Source: an optimization exercise on an open RTL-to-GDS flow (aim: small area). Production flows keep margins and buffers that such runs may drop. No functional check of the RTL was part of this run. No activity file was given, so power comes from the tool's default toggle rates.

File: flow/config.mk
export PLATFORM = sky130hd
export DESIGN_NAME = decode_dispatch
export DESIGN_NICKNAME = decode_dispatch
export VERILOG_FILES = /design/flow/design.v
export SDC_FILE = /design/flow/constraint.sdc
export NUM_CORES = 4
export LEC_CHECK = 0
export CAP_MARGIN = 20
export CORE_MARGIN = 2
export CORE_UTILIZATION = 40
export SLEW_MARGIN = 20
File: flow/constraint.sdc
create_clock -name core_clock -period 5.0 [get_ports {clk}]
set_input_delay 1.0000 -clock core_clock [delete_from_list [all_inputs] [get_ports {clk}]]
set_output_delay 1.0000 -clock core_clock [all_outputs]
set_load 0.01 [all_outputs]
File: flow/design.v
package dispatch_pkg;
  localparam int ROB_IDX_W = 4;
  typedef logic [31:0]          addr_t;
  typedef logic [31:0]          data_t;
  typedef logic [31:0]          instr_t;
  typedef logic [ROB_IDX_W-1:0] rob_idx_t;
  typedef logic [4:0]           reg_idx_t;
  typedef logic [3:0]           rs_op_t;
  typedef logic [1:0]           rob_op_t;
  typedef logic [2:0]           instr_class_t;
  localparam logic [6:0] OPC_R     = 7'b0110011;
  localparam logic [6:0] OPC_I     = 7'b0010011;
  localparam logic [6:0] OPC_B     = 7'b1100011;
  localparam logic [6:0] OPC_LUI   = 7'b0110111;
  localparam logic [6:0] OPC_AUIPC = 7'b0010111;
  localparam logic [6:0] OPC_JAL   = 7'b1101111;
  localparam logic [6:0] OPC_JALR  = 7'b1100111;
  localparam logic [2:0] F3_ADD_SUB = 3'b000;
  localparam logic [2:0] F3_SLL     = 3'b001;
  localparam logic [2:0] F3_SLT     = 3'b010;
  localparam logic [2:0] F3_SLTU    = 3'b011;
  localparam logic [2:0] F3_XOR     = 3'b100;
  localparam logic [2:0] F3_SRL_SRA = 3'b101;
  localparam logic [2:0] F3_OR      = 3'b110;
  localparam logic [2:0] F3_AND     = 3'b111;
  localparam logic [2:0] F3_BEQ  = 3'b000;
  localparam logic [2:0] F3_BNE  = 3'b001;
  localparam logic [2:0] F3_BLT  = 3'b100;
  localparam logic [2:0] F3_BGE  = 3'b101;
  localparam logic [2:0] F3_BLTU = 3'b110;
  localparam logic [2:0] F3_BGEU = 3'b111;
  localparam logic [6:0] F7_BASE = 7'b0000000;
  localparam logic [6:0] F7_ALT  = 7'b0100000;  
  localparam rs_op_t RS_ADD  = 4'd0;
  localparam rs_op_t RS_SUB  = 4'd1;
  localparam rs_op_t RS_SLL  = 4'd2;
  localparam rs_op_t RS_SLT  = 4'd3;
  localparam rs_op_t RS_SLTU = 4'd4;
  localparam rs_op_t RS_XOR  = 4'd5;
  localparam rs_op_t RS_SRL  = 4'd6;
  localparam rs_op_t RS_SRA  = 4'd7;
  localparam rs_op_t RS_OR   = 4'd8;
  localparam rs_op_t RS_AND  = 4'd9;
  localparam rs_op_t RS_BEQ  = 4'd10;
  localparam rs_op_t RS_BNE  = 4'd11;
  localparam rs_op_t RS_BLT  = 4'd12;
  localparam rs_op_t RS_BGE  = 4'd13;
  localparam rs_op_t RS_BLTU = 4'd14;
  localparam rs_op_t RS_BGEU = 4'd15;
  localparam rob_op_t ROB_REG = 2'd0;
  localparam rob_op_t ROB_BR  = 2'd1;
  localparam instr_class_t CLS_NONE   = 3'd0;
  localparam instr_class_t CLS_ALU_R  = 3'd1;
  localparam instr_class_t CLS_ALU_I  = 3'd2;
  localparam instr_class_t CLS_BRANCH = 3'd3;
  localparam instr_class_t CLS_LUI    = 3'd4;
  localparam instr_class_t CLS_AUIPC  = 3'd5;
  localparam instr_class_t CLS_JAL    = 3'd6;
  localparam instr_class_t CLS_JALR   = 3'd7;
endpackage
`timescale 1ns/1ps
module operand_bypass (
  input  logic                   rs1_busy,
  input  dispatch_pkg::rob_idx_t rs1_dep,
  input  dispatch_pkg::data_t    rs1_val,
  input  logic                   rs2_busy,
  input  dispatch_pkg::rob_idx_t rs2_dep,
  input  dispatch_pkg::data_t    rs2_val,
  input  logic                   cdb_en,
  input  dispatch_pkg::rob_idx_t cdb_rob_idx,
  input  dispatch_pkg::data_t    cdb_val,
  output logic                   op1_pend,
  output dispatch_pkg::data_t    op1_val,
  output logic                   op2_pend,
  output dispatch_pkg::data_t    op2_val
);
  logic hit1, hit2;
  assign hit1 = cdb_en && (rs1_dep == cdb_rob_idx);
  assign hit2 = cdb_en && (rs2_dep == cdb_rob_idx);
  assign op1_pend = rs1_busy && !hit1;
  assign op2_pend = rs2_busy && !hit2;
  assign op1_val = ({32{!rs1_busy}} & rs1_val) | ({32{rs1_busy && hit1}} & cdb_val);
  assign op2_val = ({32{!rs2_busy}} & rs2_val) | ({32{rs2_busy && hit2}} & cdb_val);
endmodule
`timescale 1ns/1ps
module instr_decode (
  input  dispatch_pkg::instr_t if_instr,
  input  dispatch_pkg::addr_t  if_pc,
  input  dispatch_pkg::data_t  op1_val,
  output logic                 is_alu_r,
  output logic                 is_alu_i,
  output logic                 is_branch,
  output logic                 is_lui,
  output logic                 is_auipc,
  output logic                 is_jal,
  output logic                 is_jalr,
  output dispatch_pkg::rs_op_t rs_op,
  output dispatch_pkg::data_t  imm_alu,
  output dispatch_pkg::addr_t  pc_plus4,
  output dispatch_pkg::addr_t  sum
);
  logic [6:0] opcode;
  logic [2:0] funct3;
  logic       f7_alt;
  dispatch_pkg::data_t add_a;
  dispatch_pkg::data_t add_b;
  assign opcode = if_instr[6:0];
  assign funct3 = if_instr[14:12];
  assign f7_alt = (if_instr[31:25] == dispatch_pkg::F7_ALT);
  assign is_alu_r  = (opcode == dispatch_pkg::OPC_R);
  assign is_alu_i  = (opcode == dispatch_pkg::OPC_I);
  assign is_branch = (opcode == dispatch_pkg::OPC_B);
  assign is_lui    = (opcode == dispatch_pkg::OPC_LUI);
  assign is_auipc  = (opcode == dispatch_pkg::OPC_AUIPC);
  assign is_jal    = (opcode == dispatch_pkg::OPC_JAL);
  assign is_jalr   = (opcode == dispatch_pkg::OPC_JALR);
  always_comb begin
    if (is_branch) begin
      case (funct3)
        dispatch_pkg::F3_BNE:  rs_op = dispatch_pkg::RS_BNE;
        dispatch_pkg::F3_BLT:  rs_op = dispatch_pkg::RS_BLT;
        dispatch_pkg::F3_BGE:  rs_op = dispatch_pkg::RS_BGE;
        dispatch_pkg::F3_BLTU: rs_op = dispatch_pkg::RS_BLTU;
        dispatch_pkg::F3_BGEU: rs_op = dispatch_pkg::RS_BGEU;
        default:               rs_op = dispatch_pkg::RS_BEQ;
      endcase
    end else begin
      case (funct3)
        dispatch_pkg::F3_ADD_SUB: rs_op = (is_alu_r && f7_alt) ? dispatch_pkg::RS_SUB : dispatch_pkg::RS_ADD;
        dispatch_pkg::F3_SLL:     rs_op = dispatch_pkg::RS_SLL;
        dispatch_pkg::F3_SLT:     rs_op = dispatch_pkg::RS_SLT;
        dispatch_pkg::F3_SLTU:    rs_op = dispatch_pkg::RS_SLTU;
        dispatch_pkg::F3_XOR:     rs_op = dispatch_pkg::RS_XOR;
        dispatch_pkg::F3_SRL_SRA: rs_op = f7_alt ? dispatch_pkg::RS_SRA : dispatch_pkg::RS_SRL;
        dispatch_pkg::F3_OR:      rs_op = dispatch_pkg::RS_OR;
        default:                  rs_op = dispatch_pkg::RS_AND;
      endcase
    end
  end
  always_comb begin
    case (funct3)
      dispatch_pkg::F3_SLTU:                          imm_alu = {20'd0, if_instr[31:20]};
      dispatch_pkg::F3_SLL, dispatch_pkg::F3_SRL_SRA: imm_alu = {27'd0, if_instr[24:20]};
      default:                                        imm_alu = {{20{if_instr[31]}}, if_instr[31:20]};
    endcase
  end
  assign pc_plus4 = if_pc + 32'd4;
  assign add_a = is_jalr ? op1_val : if_pc;
  always_comb begin
    add_b = {{20{if_instr[31]}}, if_instr[31:20]};                     
    if (is_branch)
      add_b = {{20{if_instr[31]}}, if_instr[7], if_instr[30:25], if_instr[11:8], 1'b0};
    else if (is_jal)
      add_b = {{12{if_instr[31]}}, if_instr[19:12], if_instr[20], if_instr[30:21], 1'b0};
    else if (is_auipc)
      add_b = {if_instr[31:12], 12'd0};
  end
  assign sum = add_a + add_b;
endmodule
`timescale 1ns/1ps
module dispatch_regs (
  input  logic                   clk,
  input  logic                   rst,
  input  logic                   roll_back,
  input  logic                   if_in_en,
  input  logic                   jump,
  input  dispatch_pkg::addr_t    if_pc,
  input  dispatch_pkg::instr_t   if_instr,
  input  logic                   is_alu_r,
  input  logic                   is_alu_i,
  input  logic                   is_branch,
  input  logic                   is_lui,
  input  logic                   is_auipc,
  input  logic                   is_jal,
  input  logic                   is_jalr,
  input  dispatch_pkg::rs_op_t   rs_op,
  input  dispatch_pkg::data_t    imm_alu,
  input  dispatch_pkg::addr_t    pc_plus4,
  input  dispatch_pkg::addr_t    sum,
  input  logic                   op1_pend,
  input  logic                   op2_pend,
  input  dispatch_pkg::data_t    op1_val,
  input  dispatch_pkg::data_t    op2_val,
  input  dispatch_pkg::rob_idx_t rs1_dep,
  input  dispatch_pkg::rob_idx_t rs2_dep,
  input  dispatch_pkg::rob_idx_t rob_idx_nxt,
  output logic                   stall_reset,
  output dispatch_pkg::addr_t    new_pc,
  output dispatch_pkg::rob_idx_t stall_rob_idx,
  output logic                   rf_en,
  output logic                   rs_en,
  output dispatch_pkg::rs_op_t   rs_op_out,
  output dispatch_pkg::data_t    rs_vj,
  output logic                   rs_qj_en,
  output dispatch_pkg::rob_idx_t rs_qj,
  output dispatch_pkg::data_t    rs_vk,
  output logic                   rs_qk_en,
  output dispatch_pkg::rob_idx_t rs_qk,
  output dispatch_pkg::rob_idx_t rs_rob_idx,
  output logic                   rob_en,
  output dispatch_pkg::rob_idx_t rob_idx,
  output logic                   rob_ready,
  output logic                   rob_op_br,
  output dispatch_pkg::reg_idx_t rob_dest,
  output dispatch_pkg::data_t    rob_val,
  output logic                   rob_jump,
  output dispatch_pkg::addr_t    rob_pc,
  output dispatch_pkg::addr_t    rob_alt_pc
);
  logic clr;
  logic disp;
  logic is_rs;
  logic has_result;
  logic rd_nz;
  logic redirect;
  dispatch_pkg::reg_idx_t rd;
  assign rd         = if_instr[11:7];
  assign clr        = rst || roll_back;
  assign is_rs      = is_alu_r || is_alu_i || is_branch;
  assign has_result = is_lui || is_auipc || is_jal || is_jalr;
  assign disp       = if_in_en && (is_rs || has_result);
  assign rd_nz      = (rd != 5'd0);
  assign redirect   = is_branch || is_jal || (is_jalr && !op1_pend);
  always_ff @(posedge clk) begin
    rob_idx <= rob_idx_nxt;
  end
  always_ff @(posedge clk) begin
    if (clr) begin
      stall_reset   <= 1'b0;
      new_pc        <= 32'd0;
      stall_rob_idx <= '0;
      rf_en         <= 1'b0;
      rs_en         <= 1'b0;
      rs_op_out     <= dispatch_pkg::RS_ADD;
      rs_vj         <= 32'd0;
      rs_qj_en      <= 1'b0;
      rs_qj         <= '0;
      rs_vk         <= 32'd0;
      rs_qk_en      <= 1'b0;
      rs_qk         <= '0;
      rs_rob_idx    <= '0;
      rob_en        <= 1'b0;
      rob_ready     <= 1'b0;
      rob_op_br     <= 1'b0;
      rob_dest      <= 5'd0;
      rob_val       <= 32'd0;
      rob_jump      <= 1'b0;
      rob_pc        <= 32'd0;
      rob_alt_pc    <= 32'd0;
    end else if (disp) begin
      stall_reset <= redirect;
      if (redirect)
        new_pc <= (is_branch && !jump) ? pc_plus4 : {sum[31:1], sum[0] && !is_jalr};
      if (is_jalr && op1_pend)
        stall_rob_idx <= rs1_dep;
      rf_en  <= !is_branch && rd_nz;
      rs_en  <= is_rs;
      rob_en <= !has_result || rd_nz;
      rob_ready <= has_result;
      rob_op_br <= is_branch;
      rob_dest  <= rd;
      rob_pc    <= if_pc;
      rob_jump  <= is_branch && jump;
      if (is_lui)
        rob_val <= {if_instr[31:12], 12'd0};
      else if (is_auipc)
        rob_val <= sum;
      else if (is_branch || is_jal || is_jalr)
        rob_val <= pc_plus4;
      if (is_branch)
        rob_alt_pc <= jump ? pc_plus4 : sum;
      if (is_rs) begin
        rs_op_out  <= rs_op;
        rs_vj      <= op1_val;
        rs_qj_en   <= op1_pend;
        rs_qj      <= rs1_dep;
        rs_vk      <= is_alu_i ? imm_alu : op2_val;
        rs_qk_en   <= op2_pend && !is_alu_i;
        rs_qk      <= rs2_dep;
        rs_rob_idx <= rob_idx_nxt;
      end
    end else begin
      stall_reset <= 1'b0;
      rf_en       <= 1'b0;
      rs_en       <= 1'b0;
      rob_en      <= 1'b0;
    end
  end
endmodule
`timescale 1ns/1ps
module decode_dispatch (
  input  logic                   clk,
  input  logic                   rst,
  input  logic                   roll_back,
  input  logic                   if_in_en,
  input  dispatch_pkg::addr_t    if_pc,
  input  dispatch_pkg::instr_t   if_instr,
  input  logic                   jump,
  input  logic                   rs1_busy,
  input  dispatch_pkg::rob_idx_t rs1_dep,
  input  dispatch_pkg::data_t    rs1_val,
  input  logic                   rs2_busy,
  input  dispatch_pkg::rob_idx_t rs2_dep,
  input  dispatch_pkg::data_t    rs2_val,
  input  logic                   cdb_en,
  input  dispatch_pkg::rob_idx_t cdb_rob_idx,
  input  dispatch_pkg::data_t    cdb_val,
  input  dispatch_pkg::rob_idx_t rob_idx_nxt,
  output logic                   stall_reset,
  output dispatch_pkg::addr_t    new_pc,
  output dispatch_pkg::rob_idx_t stall_rob_idx,
  output logic                   rf_en,
  output dispatch_pkg::reg_idx_t rf_dest,
  output dispatch_pkg::rob_idx_t rf_rob_idx,
  output logic                   rs_en,
  output dispatch_pkg::rs_op_t   rs_op_out,
  output dispatch_pkg::data_t    rs_vj,
  output logic                   rs_qj_en,
  output dispatch_pkg::rob_idx_t rs_qj,
  output dispatch_pkg::data_t    rs_vk,
  output logic                   rs_qk_en,
  output dispatch_pkg::rob_idx_t rs_qk,
  output dispatch_pkg::rob_idx_t rs_rob_idx,
  output logic                   rob_en,
  output dispatch_pkg::rob_idx_t rob_idx,
  output logic                   rob_ready,
  output dispatch_pkg::rob_op_t  rob_op,
  output dispatch_pkg::reg_idx_t rob_dest,
  output dispatch_pkg::data_t    rob_val,
  output logic                   rob_jump,
  output dispatch_pkg::addr_t    rob_pc,
  output dispatch_pkg::addr_t    rob_alt_pc
);
  logic                 op1_pend;
  logic                 op2_pend;
  dispatch_pkg::data_t  op1_val;
  dispatch_pkg::data_t  op2_val;
  logic                 is_alu_r, is_alu_i, is_branch, is_lui, is_auipc, is_jal, is_jalr;
  dispatch_pkg::rs_op_t rs_op;
  dispatch_pkg::data_t  imm_alu;
  dispatch_pkg::addr_t  pc_plus4;
  dispatch_pkg::addr_t  sum;
  logic                 rob_op_br;
  operand_bypass u_operand_bypass (
    .rs1_busy(rs1_busy), .rs1_dep(rs1_dep), .rs1_val(rs1_val),
    .rs2_busy(rs2_busy), .rs2_dep(rs2_dep), .rs2_val(rs2_val),
    .cdb_en(cdb_en), .cdb_rob_idx(cdb_rob_idx), .cdb_val(cdb_val),
    .op1_pend(op1_pend), .op1_val(op1_val),
    .op2_pend(op2_pend), .op2_val(op2_val)
  );
  instr_decode u_instr_decode (
    .if_instr(if_instr), .if_pc(if_pc), .op1_val(op1_val),
    .is_alu_r(is_alu_r), .is_alu_i(is_alu_i), .is_branch(is_branch), .is_lui(is_lui),
    .is_auipc(is_auipc), .is_jal(is_jal), .is_jalr(is_jalr),
    .rs_op(rs_op), .imm_alu(imm_alu), .pc_plus4(pc_plus4), .sum(sum)
  );
  dispatch_regs u_dispatch_regs (
    .clk(clk), .rst(rst), .roll_back(roll_back), .if_in_en(if_in_en), .jump(jump),
    .if_pc(if_pc), .if_instr(if_instr),
    .is_alu_r(is_alu_r), .is_alu_i(is_alu_i), .is_branch(is_branch), .is_lui(is_lui),
    .is_auipc(is_auipc), .is_jal(is_jal), .is_jalr(is_jalr),
    .rs_op(rs_op), .imm_alu(imm_alu), .pc_plus4(pc_plus4), .sum(sum),
    .op1_pend(op1_pend), .op2_pend(op2_pend), .op1_val(op1_val), .op2_val(op2_val),
    .rs1_dep(rs1_dep), .rs2_dep(rs2_dep), .rob_idx_nxt(rob_idx_nxt),
    .stall_reset(stall_reset), .new_pc(new_pc), .stall_rob_idx(stall_rob_idx),
    .rf_en(rf_en), .rs_en(rs_en), .rs_op_out(rs_op_out), .rs_vj(rs_vj), .rs_qj_en(rs_qj_en),
    .rs_qj(rs_qj), .rs_vk(rs_vk), .rs_qk_en(rs_qk_en), .rs_qk(rs_qk),
    .rs_rob_idx(rs_rob_idx), .rob_en(rob_en), .rob_idx(rob_idx),
    .rob_ready(rob_ready), .rob_op_br(rob_op_br), .rob_dest(rob_dest), .rob_val(rob_val),
    .rob_jump(rob_jump), .rob_pc(rob_pc), .rob_alt_pc(rob_alt_pc)
  );
  assign rob_op     = {1'b0, rob_op_br};
  assign rf_dest    = rob_dest;
  assign rf_rob_idx = rob_idx;
endmodule
File: flow/flow/run.sh
#!/bin/bash
# Standard ORFS layout; the port buffers use the smallest buffer cell.
export BUFFER_PORTS_ARGS="-buffer_cell sky130_fd_sc_hd__buf_1"
bash standard.sh > standard.log 2>&1
File: flow/standard.sh
#!/bin/bash
# synth_recipe.tcl (not shown) runs the flow's synth.tcl, then flattens the netlist and writes it again
# the make line also repeats each setting of config.mk as NAME=value (left out here)
make -C /OpenROAD-flow-scripts/flow DESIGN_CONFIG=/design/flow/config.mk WORK_HOME=/design/flow/orfs CLKGATE_MAP_FILE= SYNTH_SCRIPT=/design/flow/synth_recipe.tcl "${@:-finish}"
==> notes.md <==
## cell usage after synthesis, drive strengths merged (2+ instances only)
| library cell | count | share of area (%) |
|---|---|---|
| and3 | 14 | 0.68 |
| o221a | 4 | 0.35 |
| dfxtp | 230 | 36 |
| o21ai | 83 | 3.2 |
| ha | 32 | 3.1 |
| nor2 | 210 | 6.1 |
| mux2i | 14 | 1.1 |
| a211o | 3 | 0.20 |
| nor4 | 7 | 0.39 |
| o211ai | 14 | 0.81 |
| nor3b | 4 | 0.27 |
| clkbuf | 118 | 3.4 |
| a221oi | 24 | 1.7 |
| a21oi | 189 | 7.3 |
| inv | 46 | 1.3 |
| nand4 | 14 | 0.68 |
| a22oi | 14 | 0.81 |
| buf | 28 | 1.2 |
| nor3 | 39 | 1.5 |
| a22o | 5 | 0.34 |
| nor2b | 41 | 2.0 |
| or3 | 4 | 0.19 |
| o22ai | 32 | 1.5 |
| a311oi | 9 | 0.61 |
| or2 | 4 | 0.19 |
| nand3 | 33 | 1.3 |
| a41o | 2 | 0.15 |
| nand2b | 7 | 0.34 |
| and2 | 16 | 0.78 |
| xor2 | 28 | 1.9 |
| o221ai | 13 | 0.98 |
| nand2 | 250 | 7.3 |
| xnor2 | 32 | 2.2 |
| nand3b | 4 | 0.23 |
| o31ai | 2 | 0.12 |
| a31oi | 51 | 2.5 |
| a211oi | 52 | 3.1 |
| a2111oi | 5 | 0.54 |
| o21bai | 6 | 0.35 |
| a21o | 38 | 2.2 |
| o21a | 4 | 0.23 |
| a31o | 2 | 0.14 |
## cells by family (layout without fill, tap and decap cells)
family	count (synthesis)	count (layout)	synth area share (%)
multiplexers	15	15	1.17
XOR/XNOR	60	60	4.07
other	1	3	0.0290
AO/OA/AOI/OAI	559	559	27.7
adder cells (fa/ha/maj)	33	33	3.25
flip-flops	230	230	35.6
buffers and inverters	192	600	5.98
AND/OR/NAND/NOR	651	651	22.2
## critical path, cell delays in order
cell and delay, ns:
buf_1 0.11, xor2_1 0.17, nor3_1 0.34, and2_1 0.24
buf_12 0.19, a31oi_1 0.14, a21oi_1 0.31, ha_1 0.20
a21o_1 0.11, nand4_1 0.12, a21o_1 0.26, a2111oi_1 0.64
o21ai_0 0.33, nand2_1 0.24, xor2_1 0.28, mux2i_1 0.12
a221oi_1 0.31
## flip-flops by register name (all words and copies together) (netlist names), 4 cells and up
name,flops
u_dispatch_regs.rs_vk,32
u_dispatch_regs.rs_vj,32
u_dispatch_regs.rs_qk,4
u_dispatch_regs.stall_rob_idx,4
u_dispatch_regs.rs_op_out,4
u_dispatch_regs.rob_idx,4
u_dispatch_regs.rob_pc,32
u_dispatch_regs.rs_rob_idx,4
u_dispatch_regs.rs_qj,4
u_dispatch_regs.rob_dest,5
u_dispatch_regs.new_pc,32
u_dispatch_regs.rob_alt_pc,32
u_dispatch_regs.rob_val,32
## stage by stage
stage	util (%)	setup TNS [ns]
2_1_floorplan	-	0
3_3_place_gp	47.6	-0.0224
3_5_place_dp	47.6	-0.296
4_1_cts	50.6	0
5_1_grt	50.6	0
6_report	50.7	0
## routing by layer
metal	share of wire (%)	up-vias	track usage (%)
li1	-	6953	-
met1	41	6977	40.4
met2	48	718	54.4
met3	6.7	162	4.50
met4	4.7	0	13.7
met5	0	-	0
## final cells by class
| cell class | count | share of cell area (%) |
|---|---|---|
| antenna | 2 | 0.0312 |
| clock inverter | 13 | 1.14 |
| inverter | 46 | 1.07 |
| timing repair buffer | 504 | 13.9 |
| tap | 402 | 3.13 |
| multi-input combinational | 1319 | 47.2 |
| clock buffer | 37 | 4.87 |
| sequential | 230 | 28.7 |
## report_power, final
part	total [mW]	leakage, nW	switching [mW]	internal [mW]
registers	1.84	1.85	0.00398	1.84
logic	0.819	3.53	0.538	0.281
clock network	2.14	0.476	0.834	1.30
## cell usage in the layout, fill, tap and decap left out, types with 7 or more instances in the layout
| master | instances |
|---|---|
| o21ai_0 | 79 |
| dfxtp_1 | 230 |
| a21oi_1 | 188 |
| and2_1 | 14 |
| xor2_1 | 28 |
| o22ai_1 | 32 |
| a22oi_1 | 14 |
| nor3_1 | 38 |
| a21o_1 | 38 |
| clkbuf_8 | 7 |
| a311oi_1 | 9 |
| nand3_1 | 33 |
| nor2b_1 | 41 |
| nand4_1 | 14 |
| mux2i_1 | 14 |
| o221ai_1 | 11 |
| nor2_1 | 208 |
| nand2b_1 | 7 |
| buf_4 | 79 |
| clkbuf_16 | 27 |
| nand2_1 | 250 |
| and3_1 | 14 |
| ha_1 | 32 |
| a211oi_1 | 51 |
| xnor2_1 | 32 |
| inv_1 | 46 |
| a31oi_1 | 51 |
| o211ai_1 | 14 |
| buf_1 | 420 |
| a221oi_1 | 22 |
## how the worst max path moves through the flow
stage / startpoint / end / slack [ns]
4_1_cts: rs1_dep[2] / u_dispatch_regs.rob_val[23]$_SDFFE_PP0P_ / 0.43
6_report: rs1_dep[2] / u_dispatch_regs.rob_val[23]$_SDFFE_PP0P_ / 0.30
3_5_place_dp: rs1_dep[2] / u_dispatch_regs.rob_val[23]$_SDFFE_PP0P_ / -0.1
3_3_place_gp: if_instr[4] / u_dispatch_regs.new_pc[30]$_SDFFE_PP0P_ / -0.02
5_1_grt: rs1_dep[2] / u_dispatch_regs.new_pc[31]$_SDFFE_PP0P_ / 0.05
2_1_floorplan: if_instr[5] / u_dispatch_regs.new_pc[30]$_SDFFE_PP0P_ / 0.36
==> notes.md <==
yosys warns 2; Final ANT Viol Nets 0; Mapped Avg Cell Area 7.42 µm²; fin. max-slew vios 0; GRT overflow 0; fraction of layout cells with a size suffix above 1 7.40%; io pins 424; HP Class register to register; Worst R2R Start u_dispatch_regs.rob_val[23]$_SDFFE_PP0P_; achievable frequency 213 MHz; worst vdd ir 232 µV; dpl cell area 15100 µm²; Post-Synthesis Cells 1741; Die X 184 µm; 1st-pass router iterations 7; Worst EP arrival 5.13 ns; fin crit period 4.70 ns; Worst Path Required 5.44 ns; final wirelength 57.1 mm; syn nets 1958; Power Density 299 nW/µm²; routed len/inst 22.4 µm; Setup crit start kind primary input; Crit Path Category primary input to register; CTS buffer count 27; drt first-iter violations 1184; first-pass GRT wire length 83.1 mm; Worst Hold End u_dispatch_regs.rob_val[24]$_SDFFE_PP0P_; post-route design area 16100 µm²; largest net degree at the start of global routing 71; Remaining DRCs 0; Seq/Total Area, Yosys 35.6%; cts repair resizes 0; Placer Congestion 0.984; RSZ-0062 raised after global routing no; Worst Reg-to-Reg Cells 2; Final setup violation count 0; Die Y 184 µm; Multi-input gate area 7580 µm²; CTS tree yes; hold depth 2; htree depth 1; DR vias 14800; Placed Cells incl. Taps 2501; clk sinks 230; DIE AREA 33800 µm²; Least-Margin Pin Slew 0.993 ns; vias in the first global route 13900; Longest Clk Path Bufs 3; final cell count without fillers 2553; Mapped Area 12900 µm²; area added between synthesis and finish 24.3%; Post-synth EDFFs 0; Via density 5.80; Crit Reg-Reg Endpoint u_dispatch_regs.rob_val[23]$_SDFFE_PP0P_; Main synth FF type dfxtp_1; DPL Wire Length 43.5 mm; worst hold path startpoint u_dispatch_regs.rob_val[24]$_SDFFE_PP0P_; leakage power 5.86 nW; total of max-cap violations 0; dpl ws -0.0972 ns; IO Port Bufs 422; hold slack 0.449 ns; Total Power 4.80 mW; antenna violations before repair 1; fin crit share 93.9%; final hold violations 0; register area 4600 µm²; Rows 65; Netlist cell types 69; post-synthesis register bit count 230; crit path max fanout 32; core area 31700 µm²; Slew headroom 33.8%; Final WS setup 0.304 ns; final net count 2345; Post-CTS Setup Inserts 0; status complete, no violations; CTS clock-pin slew for the worst setup and hold paths 0.06 ns; Worst setup EP type register; GRT Overall Usage 31.9%; root buffer cell clkbuf_16; Initial Util 40.7%; clk_skew 0 ns; Hold Buf Count CTS 0; FF-to-FF setup slack 4.11 ns; fillers 3293; Async SR Flop Fraction 0%; clk latency of the worst-skew pair 0.54 ns

-- re-timing with driven ports --
The flow's constraints put no driver on any port. The routed layout listed below was extracted and timed again, unchanged, in two steps.
Step 1 (the two cells are an assumption about what drives the block):
set clk [get_ports {clk}]
set_driving_cell -lib_cell sky130_fd_sc_hd__clkbuf_16 $clk
set_driving_cell -lib_cell sky130_fd_sc_hd__buf_2 [delete_from_list [all_inputs] $clk]
Step 2 adds t to the input delays and takes it off the output delays; t is the mean of the earliest and latest rising clock arrival at the registers after step 1. Input paths then give back, and output paths get back, about the clock's delay inside the block.
Slacks: ideal ports / drivers / drivers and shift; pairs: ideal ports / drivers.
t, ns: 0.595
slack for setup (ns): 0.304 / 0.334 / -0.261
worst setup path after step 2: input to register
worst register clock-pin slew, ns: 0.07 / 0.07
worst slew at a driven data input, ns: 0.13
With both steps, setup timing fails in this run, where it was met with ideal ports. The setup slack of this run moves by +0.030 ns with the drivers and by -0.565 ns with both steps.
